This design comes from an exercise in tuning for small area and a short achievable clock period on the open sky130 flow, not from production work.
At most, simulation tests tie the RTL to the original design; equivalence was not proved.

==> onyx: inputs <==
Design viterbi_tx_rx, start of the top module:
module viterbi_tx_rx (
  input  logic clk,
  input  logic rst,
  input  logic encoder_i,
  input  logic enable_encoder_i,
  input  logic [1:0] chan_err_i,
  output logic decoder_o
);
  localparam int TB_DEPTH = 32;
  localparam int DL_LEN   = 4104 - TB_DEPTH;   
  localparam int PL       = DL_LEN - 1;        
  logic       rst_q, en_q, hold_q, adv_q, u_q;
  logic [1:0] err_q;
  always_ff @(posedge clk) begin
    rst_q  <= rst;
    en_q   <= enable_encoder_i;
    hold_q <= ~enable_encoder_i;
    adv_q  <= enable_encoder_i & ~rst;
    u_q    <= encoder_i;
    err_q  <= chan_err_i;
  end
  logic [1:0] enc_s_q, r_q, sym_n;
  logic [6:0] cnt_q;      
  logic [5:0] pfx_q;      
  logic       wrap;
  assign wrap  = (cnt_q == 7'd99);
  assign sym_n = {u_q ^ enc_s_q[1] ^ enc_s_q[0], u_q ^ enc_s_q[0]} ^ err_q;
  always_ff @(posedge clk) begin
    if (rst_q) begin
      enc_s_q <= '0;
      r_q     <= '0;
      cnt_q   <= '0;
      pfx_q   <= '0;
    end else if (adv_q) begin
      enc_s_q <= {u_q, enc_s_q[1]};
      r_q     <= {sym_n[1] ^ (cnt_q == 7'd98), sym_n[0]};
      cnt_q   <= wrap ? 7'd0 : cnt_q + 7'd1;
      if (wrap && pfx_q != 6'd42) pfx_q <= pfx_q + 6'd1;
    end
  end
  logic [6-1:0] st_q, st_n;
  logic [3:0]      sel;
  logic [1:0]      best;
  always_comb begin
    st_n = '0;
    sel  = '0;
    case ({st_q, r_q})
      8'd0: begin st_n = 6'd1; sel = 4'b0000; end   
      8'd1: begin st_n = 6'd2; sel = 4'b0010; end   
      8'd2: begin st_n = 6'd2; sel = 4'b1000; end   
      8'd3: begin st_n = 6'd3; sel = 4'b0000; end   
      8'd4: begin st_n = 6'd4; sel = 4'b0000; end   
      8'd5: begin st_n = 6'd5; sel = 4'b0000; end   
      8'd6: begin st_n = 6'd6; sel = 4'b0000; end   
      8'd7: begin st_n = 6'd7; sel = 4'b0000; end   
      8'd8: begin st_n = 6'd8; sel = 4'b0000; end   
      8'd9: begin st_n = 6'd9; sel = 4'b0000; end   
      8'd10: begin st_n = 6'd10; sel = 4'b0000; end   
      8'd11: begin st_n = 6'd11; sel = 4'b0000; end   
      8'd12: begin st_n = 6'd12; sel = 4'b0000; end   
      8'd13: begin st_n = 6'd13; sel = 4'b0000; end   
      8'd14: begin st_n = 6'd14; sel = 4'b0000; end   
      8'd15: begin st_n = 6'd15; sel = 4'b0000; end   
      8'd16: begin st_n = 6'd4; sel = 4'b0000; end   
  ...
Settings: LEC_CHECK=0, CAP_MARGIN=20, CORE_MARGIN=2, CORE_UTILIZATION=60, CTS_CLUSTER_DIAMETER=100, CTS_CLUSTER_SIZE=30, SLEW_MARGIN=20; clock period 12.0 ns.
standard.sh (not shown) runs the stock make flow with config.mk's settings and CLKGATE_MAP_FILE= SYNTH_SCRIPT=/design/flow/synth_recipe.tcl, a recipe that flattens the netlist after the stock synthesis.
==> flow/flow/run.sh <==
#!/bin/bash
# The standard layout with two changes:
#  * the port buffers are buf_4 cells;
#  * before detailed placement, flow/entree.tcl rebuilds the buffer trees of
#    the delay line's registered enable and inverted enable as clustered
#    two-level trees (see that file).
set -euo pipefail
here=$(pwd)
export PRE_DETAIL_PLACE_TCL="$here/flow/entree.tcl"
export ENTREE_NLEAF=66 ENTREE_NMID=16
export ENTREE_LEAF=sky130_fd_sc_hd__buf_4 ENTREE_MID=sky130_fd_sc_hd__buf_12 ENTREE_ROOT=
bash standard.sh \
  "BUFFER_PORTS_ARGS=-buffer_cell sky130_fd_sc_hd__buf_4" \
  finish > standard_flow.log 2>&1
==> flow/flow/entree.tcl <==
# Rebuilds the buffer trees of the two high-fanout delay-line controls
# (en_q and hold_q) as clustered trees: loads are split into groups of at
# most ENTREE_NLEAF by repeated median cuts and each group gets a buffer at
# its centre; the group buffers are grouped
# again under a few larger buffers driven by the register.

proc my_tree_log {msg} { puts "ENTREE: $msg" }

proc my_net_buffers {net} {
  # all buffer instances in the fanout tree below net
  set out {}
  foreach it [$net getITerms] {
    if {[$it isOutputSignal]} { continue }
    set inst [$it getInst]
    set m [$inst getMaster]
    if {[string match "sky130_fd_sc_hd__buf_*" [$m getName]] || [string match "sky130_fd_sc_hd__clkbuf_*" [$m getName]]} {
      lappend out $inst
      foreach ot [$inst getITerms] {
        if {[$ot isOutputSignal] && [$ot getNet] ne "NULL"} {
          set out [concat $out [my_net_buffers [$ot getNet]]]
        }
      }
    }
  }
  return $out
}

proc my_cluster {items maxn} {
  # items: list of {name x y}; splits at the median of the longer side
  # until no group has more than maxn items; returns the groups
  if {[llength $items] <= $maxn} { return [list $items] }
  set xs {}; set ys {}
  foreach it $items { lappend xs [lindex $it 1]; lappend ys [lindex $it 2] }
  set w [expr {[tcl::mathfunc::max {*}$xs] - [tcl::mathfunc::min {*}$xs]}]
  set h [expr {[tcl::mathfunc::max {*}$ys] - [tcl::mathfunc::min {*}$ys]}]
  set k [expr {$w >= $h ? 1 : 2}]
  set sorted [lsort -real -index $k $items]
  set half [expr {[llength $sorted] / 2}]
  return [concat [my_cluster [lrange $sorted 0 [expr {$half - 1}]] $maxn] \
                 [my_cluster [lrange $sorted $half end] $maxn]]
}

proc my_centroid {grp} {
  set sx 0.0; set sy 0.0
  foreach it $grp { set sx [expr {$sx + [lindex $it 1]}]; set sy [expr {$sy + [lindex $it 2]}] }
  set n [llength $grp]
  return [list [expr {$sx / $n}] [expr {$sy / $n}]]
}

proc my_build_tree {netname nleaf nmid leafbuf midbuf rootbuf} {
  set block [ord::get_db_block]
  set net [$block findNet $netname]
  if {$net eq "NULL"} { my_tree_log "no net $netname"; return }
  set bufs [my_net_buffers $net]
  # dissolve the old tree: move every load of a buffer onto the root net
  foreach b $bufs {
    set outnet "NULL"
    foreach ot [$b getITerms] {
      if {[$ot isOutputSignal]} { set outnet [$ot getNet] }
    }
    if {$outnet ne "NULL"} {
      foreach it [$outnet getITerms] {
        if {[$it getInst] eq $b} { continue }
        $it disconnect
        $it connect $net
      }
    }
  }
  foreach b $bufs {
    set nets {}
    foreach ot [$b getITerms] {
      if {[$ot isOutputSignal] && [$ot getNet] ne "NULL"} { lappend nets [$ot getNet] }
    }
    odb::dbInst_destroy $b
    foreach n $nets { if {[llength [$n getITerms]] == 0 && [llength [$n getBTerms]] == 0} { odb::dbNet_destroy $n } }
  }
  set net [$block findNet $netname]
  set dbu [$block getDbUnitsPerMicron]
  set items {}
  foreach it [$net getITerms] {
    if {[$it isOutputSignal]} { continue }
    set inst [$it getInst]
    set bb [$inst getBBox]
    set x [expr {([$bb xMin] + [$bb xMax]) / 2.0 / $dbu}]
    set y [expr {([$bb yMin] + [$bb yMax]) / 2.0 / $dbu}]
    lappend items [list "[$inst getName]/[[$it getMTerm] getName]" $x $y]
  }
  my_tree_log "$netname: removed [llength $bufs] buffers, [llength $items] loads"
  set leaves {}
  set k 0
  foreach grp [my_cluster $items $nleaf] {
    set pins {}
    foreach it $grp { lappend pins [lindex $it 0] }
    set c [my_centroid $grp]
    set bname "entree_${netname}_l$k"
    set b [insert_buffer -buffer_cell $leafbuf -net $netname -load_pins [get_pins $pins] \
      -location $c -buffer_name $bname -net_name "${bname}_net"]
    lappend leaves [list "[get_full_name $b]/A" {*}$c]
    incr k
  }
  set mids {}
  set k 0
  foreach grp [my_cluster $leaves $nmid] {
    set pins {}
    foreach it $grp { lappend pins [lindex $it 0] }
    set c [my_centroid $grp]
    set bname "entree_${netname}_m$k"
    set b [insert_buffer -buffer_cell $midbuf -net $netname -load_pins [get_pins $pins] \
      -location $c -buffer_name $bname -net_name "${bname}_net"]
    lappend mids [list "[get_full_name $b]/A" {*}$c]
    incr k
  }
  if {$rootbuf ne ""} {
    set pins {}
    foreach it $mids { lappend pins [lindex $it 0] }
    set c [my_centroid $mids]
    insert_buffer -buffer_cell $rootbuf -net $netname -load_pins [get_pins $pins] \
      -location $c -buffer_name "entree_${netname}_r" -net_name "entree_${netname}_r_net"
  }
  my_tree_log "$netname: [llength $leaves] leaf buffers, $k mid buffers"
}

foreach n {en_q hold_q} {
  my_build_tree $n $::env(ENTREE_NLEAF) $::env(ENTREE_NMID) \
    $::env(ENTREE_LEAF) $::env(ENTREE_MID) $::env(ENTREE_ROOT)
}
==> inputs of tundra, as changes to onyx <==
--- a/flow/design.v
+++ b/flow/design.v
@@ -5,51 +5,64 @@
   input  logic enable_encoder_i,
   input  logic [1:0] chan_err_i,
   output logic decoder_o
 );
   localparam int TB_DEPTH = 32;
   localparam int DL_LEN   = 4104 - TB_DEPTH;   
   localparam int PL       = DL_LEN - 1;        
   logic       rst_q, en_q, hold_q, adv_q, u_q;
-  logic [1:0] err_q;
+  logic [1:0] sym_q, enc_s_q, enc_s_d;
   always_ff @(posedge clk) begin
     rst_q  <= rst;
     en_q   <= enable_encoder_i;
     hold_q <= ~enable_encoder_i;
     adv_q  <= enable_encoder_i & ~rst;
     u_q    <= encoder_i;
-    err_q  <= chan_err_i;
-  end
-  logic [1:0] enc_s_q, r_q, sym_n;
+    sym_q  <= {encoder_i ^ enc_s_d[1] ^ enc_s_d[0], encoder_i ^ enc_s_d[0]} ^ chan_err_i;
+  end
+  logic [1:0] r_q;
   logic [6:0] cnt_q;      
   logic [5:0] pfx_q;      
+  logic       c98_q;      
   logic       wrap;
-  assign wrap  = (cnt_q == 7'd99);
-  assign sym_n = {u_q ^ enc_s_q[1] ^ enc_s_q[0], u_q ^ enc_s_q[0]} ^ err_q;
+  assign wrap    = (cnt_q == 7'd99);
+  assign enc_s_d = rst_q ? 2'b00 : adv_q ? {u_q, enc_s_q[1]} : enc_s_q;
+  always_ff @(posedge clk) begin
+    enc_s_q <= enc_s_d;
+    r_q     <= r_d;
+  end
   always_ff @(posedge clk) begin
     if (rst_q) begin
-      enc_s_q <= '0;
-      r_q     <= '0;
       cnt_q   <= '0;
       pfx_q   <= '0;
+      c98_q   <= 1'b0;
     end else if (adv_q) begin
-      enc_s_q <= {u_q, enc_s_q[1]};
-      r_q     <= {sym_n[1] ^ (cnt_q == 7'd98), sym_n[0]};
       cnt_q   <= wrap ? 7'd0 : cnt_q + 7'd1;
+      c98_q   <= (cnt_q == 7'd97);
       if (wrap && pfx_q != 6'd42) pfx_q <= pfx_q + 6'd1;
     end
   end
-  logic [6-1:0] st_q, st_n;
-  logic [3:0]      sel;
-  logic [1:0]      best;
+  logic [6-1:0] st_q, st_d, stn_q, st_n;
+  logic [1:0]      r_d;
+  logic [3:0]      sel, ld0_q, ld1_q;
+  logic [1:0]      best, best_q;
+  assign st_d = rst_q ? '0 : adv_q ? stn_q : st_q;
+  assign r_d  = rst_q ? '0 : adv_q ? {sym_q[1] ^ c98_q, sym_q[0]} : r_q;
+  always_ff @(posedge clk) begin
+    st_q   <= st_d;
+    stn_q  <= st_n;
+    best_q <= best;
+    ld0_q  <= ~sel & {4{enable_encoder_i}};
+    ld1_q  <= sel & {4{enable_encoder_i}};
+  end
   always_comb begin
     st_n = '0;
     sel  = '0;
-    case ({st_q, r_q})
+    case ({st_d, r_d})
       8'd0: begin st_n = 6'd1; sel = 4'b0000; end   
       8'd1: begin st_n = 6'd2; sel = 4'b0010; end   
       8'd2: begin st_n = 6'd2; sel = 4'b1000; end   
       8'd3: begin st_n = 6'd3; sel = 4'b0000; end   
       8'd4: begin st_n = 6'd4; sel = 4'b0000; end   
       8'd5: begin st_n = 6'd5; sel = 4'b0000; end   
       8'd6: begin st_n = 6'd6; sel = 4'b0000; end   
       8'd7: begin st_n = 6'd7; sel = 4'b0000; end   
@@ -200,17 +213,17 @@
       8'd152: begin st_n = 6'd7; sel = 4'b0100; end   
       8'd153: begin st_n = 6'd35; sel = 4'b0111; end   
       8'd154: begin st_n = 6'd35; sel = 4'b1101; end   
       8'd155: begin st_n = 6'd4; sel = 4'b0001; end   
       default: begin st_n = '0; sel = '0; end
     endcase
   end
   always_comb begin
-    case (st_q)
+    case (st_d)
       6'd0: best = 2'd0;
       6'd1: best = 2'd0;
       6'd2: best = 2'd0;
       6'd3: best = 2'd2;
       6'd4: best = 2'd0;
       6'd5: best = 2'd0;
       6'd6: best = 2'd0;
       6'd7: best = 2'd2;
@@ -243,35 +256,30 @@
       6'd34: best = 2'd2;
       6'd35: best = 2'd0;
       6'd36: best = 2'd1;
       6'd37: best = 2'd3;
       6'd38: best = 2'd1;
       default: best = 2'd0;
     endcase
   end
-  always_ff @(posedge clk) begin
-    if (rst_q)      st_q <= '0;
-    else if (adv_q) st_q <= st_n;
-  end
   logic [3:0][TB_DEPTH-1:0] path;
   logic [3:0][TB_DEPTH-1:2] path_q, path_d;
   for (genvar gi = 0; gi < 4; gi++) begin : g_path
     localparam int S1 = gi % 2;
     localparam int U  = gi / 2;
-    logic [TB_DEPTH-1:0] win;
     assign path[gi]   = {path_q[gi], 1'(S1), 1'(U)};
-    assign win        = sel[gi] ? path[2 * S1 + 1] : path[2 * S1];
-    assign path_d[gi] = (win[TB_DEPTH-2:1] & {(TB_DEPTH-2){en_q}}) |
+    assign path_d[gi] = (path[2 * S1][TB_DEPTH-2:1] & {(TB_DEPTH-2){ld0_q[gi]}}) |
+                        (path[2 * S1 + 1][TB_DEPTH-2:1] & {(TB_DEPTH-2){ld1_q[gi]}}) |
                         (path_q[gi] & {(TB_DEPTH-2){hold_q}});
   end
   always_ff @(posedge clk) path_q <= path_d;
   logic          dec_bit;
   logic [PL-1:0] dl_q, dl_d;
-  assign dec_bit = path[best][TB_DEPTH-1];
+  assign dec_bit = path[best_q][TB_DEPTH-1];
   assign dl_d    = ({dl_q[PL-2:0], dec_bit} & {PL{en_q}}) | (dl_q & {PL{hold_q}});
   always_ff @(posedge clk) dl_q <= dl_d;
   logic ge4103, eq4102, open_d, dout_q;
   assign ge4103 = (pfx_q == 6'd42) || (pfx_q == 6'd41 && cnt_q >= 7'd3);
   assign eq4102 = (pfx_q == 6'd41) && (cnt_q == 7'd2);
   assign open_d = ~rst_q & (ge4103 | (adv_q & eq4102));
   always_ff @(posedge clk) begin
     if (rst)                   dout_q <= 1'b0;
==> flow/flow/run.sh (replaced) <==
#!/bin/bash
# The standard layout with these changes:
#  * the port buffers are buf_4 cells;
#  * timing repair aims at 8.6 ns of setup slack, so that it works on the
#    paths that set the achieved period;
#  * before detailed placement, flow/entree.tcl rebuilds the buffer trees of
#    the delay line's registered enable and inverted enable as clustered
#    two-level trees (see that file).
set -euo pipefail
here=$(pwd)
export PRE_DETAIL_PLACE_TCL="$here/flow/entree.tcl"
export ENTREE_NLEAF=132 ENTREE_NMID=8
export ENTREE_LEAF=sky130_fd_sc_hd__buf_6 ENTREE_MID=sky130_fd_sc_hd__buf_12 ENTREE_ROOT=
bash standard.sh \
  "BUFFER_PORTS_ARGS=-buffer_cell sky130_fd_sc_hd__buf_4" \
  SETUP_SLACK_MARGIN=8.6 \
  finish > standard_flow.log 2>&1
- CORE_UTILIZATION: 60 -> 80
==> inputs of xenon, as changes to onyx <==
--- a/flow/design.v
+++ b/flow/design.v
@@ -5,51 +5,64 @@
   input  logic enable_encoder_i,
   input  logic [1:0] chan_err_i,
   output logic decoder_o
 );
   localparam int TB_DEPTH = 32;
   localparam int DL_LEN   = 4104 - TB_DEPTH;   
   localparam int PL       = DL_LEN - 1;        
   logic       rst_q, en_q, hold_q, adv_q, u_q;
-  logic [1:0] err_q;
+  logic [1:0] sym_q, enc_s_q, enc_s_d;
   always_ff @(posedge clk) begin
     rst_q  <= rst;
     en_q   <= enable_encoder_i;
     hold_q <= ~enable_encoder_i;
     adv_q  <= enable_encoder_i & ~rst;
     u_q    <= encoder_i;
-    err_q  <= chan_err_i;
-  end
-  logic [1:0] enc_s_q, r_q, sym_n;
+    sym_q  <= {encoder_i ^ enc_s_d[1] ^ enc_s_d[0], encoder_i ^ enc_s_d[0]} ^ chan_err_i;
+  end
+  logic [1:0] r_q;
   logic [6:0] cnt_q;      
   logic [5:0] pfx_q;      
+  logic       c98_q;      
   logic       wrap;
-  assign wrap  = (cnt_q == 7'd99);
-  assign sym_n = {u_q ^ enc_s_q[1] ^ enc_s_q[0], u_q ^ enc_s_q[0]} ^ err_q;
+  assign wrap    = (cnt_q == 7'd99);
+  assign enc_s_d = rst_q ? 2'b00 : adv_q ? {u_q, enc_s_q[1]} : enc_s_q;
+  always_ff @(posedge clk) begin
+    enc_s_q <= enc_s_d;
+    r_q     <= r_d;
+  end
   always_ff @(posedge clk) begin
     if (rst_q) begin
-      enc_s_q <= '0;
-      r_q     <= '0;
       cnt_q   <= '0;
       pfx_q   <= '0;
+      c98_q   <= 1'b0;
     end else if (adv_q) begin
-      enc_s_q <= {u_q, enc_s_q[1]};
-      r_q     <= {sym_n[1] ^ (cnt_q == 7'd98), sym_n[0]};
       cnt_q   <= wrap ? 7'd0 : cnt_q + 7'd1;
+      c98_q   <= (cnt_q == 7'd97);
       if (wrap && pfx_q != 6'd42) pfx_q <= pfx_q + 6'd1;
     end
   end
-  logic [6-1:0] st_q, st_n;
-  logic [3:0]      sel;
-  logic [1:0]      best;
+  logic [6-1:0] st_q, st_d, stn_q, st_n;
+  logic [1:0]      r_d;
+  logic [3:0]      sel, ld0_q, ld1_q;
+  logic [1:0]      best, best_q;
+  assign st_d = rst_q ? '0 : adv_q ? stn_q : st_q;
+  assign r_d  = rst_q ? '0 : adv_q ? {sym_q[1] ^ c98_q, sym_q[0]} : r_q;
+  always_ff @(posedge clk) begin
+    st_q   <= st_d;
+    stn_q  <= st_n;
+    best_q <= best;
+    ld0_q  <= ~sel & {4{enable_encoder_i}};
+    ld1_q  <= sel & {4{enable_encoder_i}};
+  end
   always_comb begin
     st_n = '0;
     sel  = '0;
-    case ({st_q, r_q})
+    case ({st_d, r_d})
       8'd0: begin st_n = 6'd1; sel = 4'b0000; end   
       8'd1: begin st_n = 6'd2; sel = 4'b0010; end   
       8'd2: begin st_n = 6'd2; sel = 4'b1000; end   
       8'd3: begin st_n = 6'd3; sel = 4'b0000; end   
       8'd4: begin st_n = 6'd4; sel = 4'b0000; end   
       8'd5: begin st_n = 6'd5; sel = 4'b0000; end   
       8'd6: begin st_n = 6'd6; sel = 4'b0000; end   
       8'd7: begin st_n = 6'd7; sel = 4'b0000; end   
@@ -200,17 +213,17 @@
       8'd152: begin st_n = 6'd7; sel = 4'b0100; end   
       8'd153: begin st_n = 6'd35; sel = 4'b0111; end   
       8'd154: begin st_n = 6'd35; sel = 4'b1101; end   
       8'd155: begin st_n = 6'd4; sel = 4'b0001; end   
       default: begin st_n = '0; sel = '0; end
     endcase
   end
   always_comb begin
-    case (st_q)
+    case (st_d)
       6'd0: best = 2'd0;
       6'd1: best = 2'd0;
       6'd2: best = 2'd0;
       6'd3: best = 2'd2;
       6'd4: best = 2'd0;
       6'd5: best = 2'd0;
       6'd6: best = 2'd0;
       6'd7: best = 2'd2;
@@ -243,35 +256,30 @@
       6'd34: best = 2'd2;
       6'd35: best = 2'd0;
       6'd36: best = 2'd1;
       6'd37: best = 2'd3;
       6'd38: best = 2'd1;
       default: best = 2'd0;
     endcase
   end
-  always_ff @(posedge clk) begin
-    if (rst_q)      st_q <= '0;
-    else if (adv_q) st_q <= st_n;
-  end
   logic [3:0][TB_DEPTH-1:0] path;
   logic [3:0][TB_DEPTH-1:2] path_q, path_d;
   for (genvar gi = 0; gi < 4; gi++) begin : g_path
     localparam int S1 = gi % 2;
     localparam int U  = gi / 2;
-    logic [TB_DEPTH-1:0] win;
     assign path[gi]   = {path_q[gi], 1'(S1), 1'(U)};
-    assign win        = sel[gi] ? path[2 * S1 + 1] : path[2 * S1];
-    assign path_d[gi] = (win[TB_DEPTH-2:1] & {(TB_DEPTH-2){en_q}}) |
+    assign path_d[gi] = (path[2 * S1][TB_DEPTH-2:1] & {(TB_DEPTH-2){ld0_q[gi]}}) |
+                        (path[2 * S1 + 1][TB_DEPTH-2:1] & {(TB_DEPTH-2){ld1_q[gi]}}) |
                         (path_q[gi] & {(TB_DEPTH-2){hold_q}});
   end
   always_ff @(posedge clk) path_q <= path_d;
   logic          dec_bit;
   logic [PL-1:0] dl_q, dl_d;
-  assign dec_bit = path[best][TB_DEPTH-1];
+  assign dec_bit = path[best_q][TB_DEPTH-1];
   assign dl_d    = ({dl_q[PL-2:0], dec_bit} & {PL{en_q}}) | (dl_q & {PL{hold_q}});
   always_ff @(posedge clk) dl_q <= dl_d;
   logic ge4103, eq4102, open_d, dout_q;
   assign ge4103 = (pfx_q == 6'd42) || (pfx_q == 6'd41 && cnt_q >= 7'd3);
   assign eq4102 = (pfx_q == 6'd41) && (cnt_q == 7'd2);
   assign open_d = ~rst_q & (ge4103 | (adv_q & eq4102));
   always_ff @(posedge clk) begin
     if (rst)                   dout_q <= 1'b0;
==> flow/flow/run.sh (replaced) <==
#!/bin/bash
# The standard layout with these changes:
#  * the port buffers are buf_4 cells;
#  * timing repair aims at 8.6 ns of setup slack, so that it works on the
#    paths that set the achieved period;
#  * before detailed placement, flow/entree.tcl rebuilds the buffer trees of
#    the delay line's registered enable and inverted enable as clustered
#    two-level trees (see that file).
set -euo pipefail
here=$(pwd)
export PRE_DETAIL_PLACE_TCL="$here/flow/entree.tcl"
export ENTREE_NLEAF=132 ENTREE_NMID=8
export ENTREE_LEAF=sky130_fd_sc_hd__buf_6 ENTREE_MID=sky130_fd_sc_hd__buf_12 ENTREE_ROOT=
bash standard.sh \
  "BUFFER_PORTS_ARGS=-buffer_cell sky130_fd_sc_hd__buf_4" \
  SETUP_SLACK_MARGIN=8.6 \
  finish > standard_flow.log 2>&1
- CORE_UTILIZATION: 60 -> 70
==> notes <==
Of xenon and onyx, xenon has the higher sequential cell count (gap 5).
Of xenon and tundra, tundra has the higher via count (gap about 0.33%, measured against tundra).
Against tundra, the worst setup slack of onyx is lower by 0.0031 ns.
Against xenon, the utilization of onyx is lower by 10 points.
The highest clock skew belongs to xenon, the lowest to onyx.
==> figures <==
	xenon	tundra	onyx
Result of the run	timing/DRC/antenna clean	timing/DRC/antenna clean	timing/DRC/antenna clean
Number of buffers and inverters on the critical path	1	1	2
Net total in the final layout	9205	9201	9252
Post-Syn Nets	9933	9933	9927
Resized cells post-CTS	4	3	0
Critical-path cell with the highest stage delay	sky130_fd_sc_hd__dfxtp_2	sky130_fd_sc_hd__dfxtp_2	sky130_fd_sc_hd__nor2_1
Final critical path time including I/O delays and setup	3.70 ns	3.69 ns	3.70 ns
Non-clock buffers	92	88	147
Seq. cell area	0.0849 sq mm	0.0849 sq mm	0.0848 sq mm
First-iteration detailed-routing DRC count	6551	6498	5585
Crit. Startpoint	dout_q$_SDFFE_PP0P_	dout_q$_SDFFE_PP0P_	adv_q$_DFF_P_
For onyx, only the layout was checked, not whether the RTL still works.

==> what the ideal ports hide <==
How much do the figures lean on ideal ports? The routed layouts below were timed once more, with nothing changed but the port constraints.
Step 1: set_driving_cell puts a clkbuf_16 on clk and a buf_2 on each other input, an assumption about the parent block.
Step 2 moves the port delays by t, midway between the first and last clock arrival at a register: inputs arrive t later, outputs are due t later. That takes back most of the time a late clock gives input paths.
Three values: no drivers, after step 1, after step 2; two values: the first two.
run | t (ns) | setup WS [ns] | worst setup path after step 2
onyx | 0.913 | 8.304 / 8.228 / 8.304 | register to register
tundra | 0.875 | 8.307 / 8.227 / 8.374 | input to register
xenon | 0.903 | 8.300 / 8.217 / 8.543 | input to register
After both steps every run listed still meets setup and hold.
